Source: an optimization exercise on an open RTL-to-GDS flow (aim: a short achievable clock period and few clock cycles). Production flows keep margins and buffers that such runs may drop.
The RTL was checked by simulation tests, not by an equivalence proof against the original design.

Setup of R:
==> flow/design.v <==
module dcache_ctrl #(
  parameter int unsigned INDEX_BITS = 6,
  parameter int unsigned DATA_W     = 32
) (
  input  logic              clk,
  input  logic              rst,
  input  logic [31:0]       core_addr,
  input  logic              core_re,
  input  logic              core_we,
  input  logic [DATA_W-1:0] core_wdata,
  output logic [DATA_W-1:0] core_rdata,
  output logic              DC_stall,
  output logic              mem_req,
  output logic              mem_we,
  output logic [31:0]       mem_addr,
  output logic [DATA_W-1:0] mem_wdata,
  input  logic [DATA_W-1:0] mem_rdata,
  input  logic              mem_ready
);
  localparam int unsigned LINES = 1 << INDEX_BITS;
  localparam int unsigned TAG_W = 30 - INDEX_BITS;
  logic [LINES-1:0]  valid;
  logic [LINES-1:0]  dirty;
  logic [TAG_W-1:0]  tag_mem  [LINES];
  logic [DATA_W-1:0] data_mem [LINES];
  logic [INDEX_BITS-1:0] idx;
  logic [TAG_W-1:0]      addr_tag;
  logic                  access;
  logic                  unused_addr_lsb;
  assign idx             = core_addr[INDEX_BITS+1:2];
  assign addr_tag        = core_addr[31:INDEX_BITS+2];
  assign access          = core_re | core_we;
  assign unused_addr_lsb = ^core_addr[1:0];
  logic [LINES-1:0] sel;      
  logic [LINES-1:0] tag_eq;   
  logic             hit;
  logic             line_dirty;
  logic [DATA_W-1:0] line_data;
  logic [TAG_W-1:0]  line_tag;
  always_comb begin
    for (int i = 0; i < LINES; i++) begin
      sel[i]      = (idx == INDEX_BITS'(i));
      tag_eq[i] = valid[i] & (tag_mem[i] == addr_tag);
    end
    hit        = tag_eq[idx];
    line_dirty = valid[idx] & dirty[idx];
    line_data  = data_mem[idx];
    line_tag   = tag_mem[idx];
  end
  logic busy;       
  logic hit_done;   
  logic rd_req;     
  logic fill;       
  logic wb_done;    
  logic lookup;     
  assign rd_req  = mem_req & ~mem_we;
  assign fill    = ~rst & rd_req & mem_ready;
  assign wb_done = ~rst & mem_req & mem_we & mem_ready;
  assign lookup  = ~rst & access & ~busy;
  logic rd_out, rd_wait;
  always_comb begin
    DC_stall   = ~hit_done & (rd_wait | ~mem_ready);
    core_rdata = rd_out ? mem_rdata : mem_wdata;
  end
  always_ff @(posedge clk) begin
    if (rst) begin
      rd_out  <= 1'b0;
      rd_wait <= 1'b1;
    end else if (lookup) begin
      rd_out  <= ~hit & ~line_dirty;
      rd_wait <= hit | line_dirty;
    end else if (hit_done | fill) begin
      rd_out  <= 1'b0;
      rd_wait <= 1'b1;
    end else if (wb_done) begin
      rd_out  <= 1'b1;
      rd_wait <= 1'b0;
    end
  end
  always_ff @(posedge clk) begin
    if (rst) begin
      busy     <= 1'b0;
      hit_done <= 1'b0;
      mem_req  <= 1'b0;
      mem_we   <= 1'b0;
    end else if (lookup) begin
      busy     <= 1'b1;
      hit_done <= hit;
      mem_req  <= ~hit;
      mem_we   <= ~hit & line_dirty;
    end else if (hit_done | fill) begin
      busy     <= 1'b0;
      hit_done <= 1'b0;
      mem_req  <= 1'b0;
      mem_we   <= 1'b0;
    end else if (wb_done) begin
      mem_we   <= 1'b0;
    end
  end
  logic [TAG_W-1:0]      tag_q, atag_q;
  logic [INDEX_BITS-1:0] idx_q;
  logic                  wb_tag;
  assign mem_addr = {(wb_tag ? tag_q : atag_q), idx_q, 2'b00};
  always_ff @(posedge clk) begin
    if (lookup) begin
      tag_q     <= line_tag;
      atag_q    <= addr_tag;
      idx_q     <= idx;
      mem_wdata <= line_data;
    end
  end
  always_ff @(posedge clk) begin
    if (rst)
      wb_tag <= 1'b0;
    else if (lookup)
      wb_tag <= line_dirty;
    else if (wb_done)
      wb_tag <= 1'b0;
  end
  logic             store_hit;
  logic [DATA_W-1:0] wr_data;
  assign store_hit = ~rst & hit_done & core_we;
  assign wr_data   = core_we ? core_wdata : mem_rdata;
  logic [LINES-1:0] sel_q;
  always_ff @(posedge clk) begin
    if (lookup)
      sel_q <= sel;
  end
  always_ff @(posedge clk) begin
    for (int i = 0; i < LINES; i++) begin
      if (sel_q[i] & (store_hit | fill)) begin
        data_mem[i] <= wr_data;
        tag_mem[i]  <= addr_tag;
      end
    end
  end
  always_ff @(posedge clk) begin
    if (rst) begin
      valid <= '0;
      dirty <= '0;
    end else begin
      for (int i = 0; i < LINES; i++) begin
        if (sel_q[i] & (store_hit | fill)) begin
          valid[i] <= 1'b1;
          dirty[i] <= core_we;
        end
      end
    end
  end
endmodule
export LEC_CHECK = 0
export ABC_AREA = 1
export CAP_MARGIN = 30
export CORE_MARGIN = 2
export CORE_UTILIZATION = 30
export SETUP_SLACK_MARGIN = 5.0
export SLEW_MARGIN = 30
export TNS_END_PERCENT = 5
export BUFFER_PORTS_ARGS = -buffer_cell sky130_fd_sc_hd__buf_8
create_clock -name core_clock -period 8.0 [get_ports {clk}]
standard.sh (not shown) runs the stock make flow with config.mk's settings and CLKGATE_MAP_FILE= SYNTH_SCRIPT=/design/flow/synth_recipe.tcl, a recipe that flattens the netlist after the stock synthesis.
==> flow/flow/run.sh <==
#!/bin/bash
# Standard ORFS layout with two changes: the port buffers are buf_8 instead of
# the buffer_ports default (a weak delay buffer on sky130hd), and timing repair
# may resize a cell to any footprint (sky130hd's config restricts it to the
# same footprint, which keeps weak cells on long wires).
set -euo pipefail
cfg="${FLOW_CONFIG:-config.mk}"
echo 'export BUFFER_PORTS_ARGS = -buffer_cell sky130_fd_sc_hd__buf_8' >> "$cfg"
bash standard.sh MATCH_CELL_FOOTPRINT=0 finish > standard.log 2>&1
Testbench counts of R, summed over its fixed seeds: cycles 80,091.
> inputs changed (R -> Q)
--- a/flow/design.v
+++ b/flow/design.v
@@ -121,14 +121,9 @@
   logic [DATA_W-1:0] wr_data;
   assign store_hit = ~rst & hit_done & core_we;
   assign wr_data   = core_we ? core_wdata : mem_rdata;
-  logic [LINES-1:0] sel_q;
-  always_ff @(posedge clk) begin
-    if (lookup)
-      sel_q <= sel;
-  end
   always_ff @(posedge clk) begin
     for (int i = 0; i < LINES; i++) begin
-      if (sel_q[i] & (store_hit | fill)) begin
+      if (sel[i] & (store_hit | fill)) begin
         data_mem[i] <= wr_data;
         tag_mem[i]  <= addr_tag;
       end
@@ -140,7 +135,7 @@
       dirty <= '0;
     end else begin
       for (int i = 0; i < LINES; i++) begin
-        if (sel_q[i] & (store_hit | fill)) begin
+        if (sel[i] & (store_hit | fill)) begin
           valid[i] <= 1'b1;
           dirty[i] <= core_we;
         end
Results
The lower share of the cycle needed by the critical path after routing of R and Q is in Q.
~same xor/xnor cell area share of the yosys netlist in R and Q
As of Q, met3 wire length had fallen by a little under 10% compared to R.
Compared with R, in Q total wire length grew by about 1%, count of pins over their slew limit held steady.
Synthesized instance count delta (R -> Q): insignificant
Testbench counts of Q, summed over its fixed seeds: cycles 80,091.

## static timing again, ports no longer ideal
The flow's constraints put no driver on any port. The routed layouts listed below were extracted and timed again, unchanged, in two steps. Step 1 assumes that a clkbuf_16 drives the clock port and a buf_2 every other input. Step 2, shift: input delay + t, output delay - t, t = (earliest + latest rising clock arrival at the registers) / 2. This alone moves slack from input paths to output paths. Slacks: no drivers / after step 1 / after step 2; pairs: no drivers / after step 1.
run	shift t [ns]	setup WS [ns]	latest minus earliest clock arrival (ns)
R	1.147	4.046 / 3.918 / 2.859	0.088 / 0.088
Q	1.079	4.104 / 4.020 / 2.960	0.117 / 0.117
After both steps every run listed still meets setup and hold. For R, which loses most, drivers alone change the setup slack by -0.128 ns; drivers and shift together by -1.187 ns.
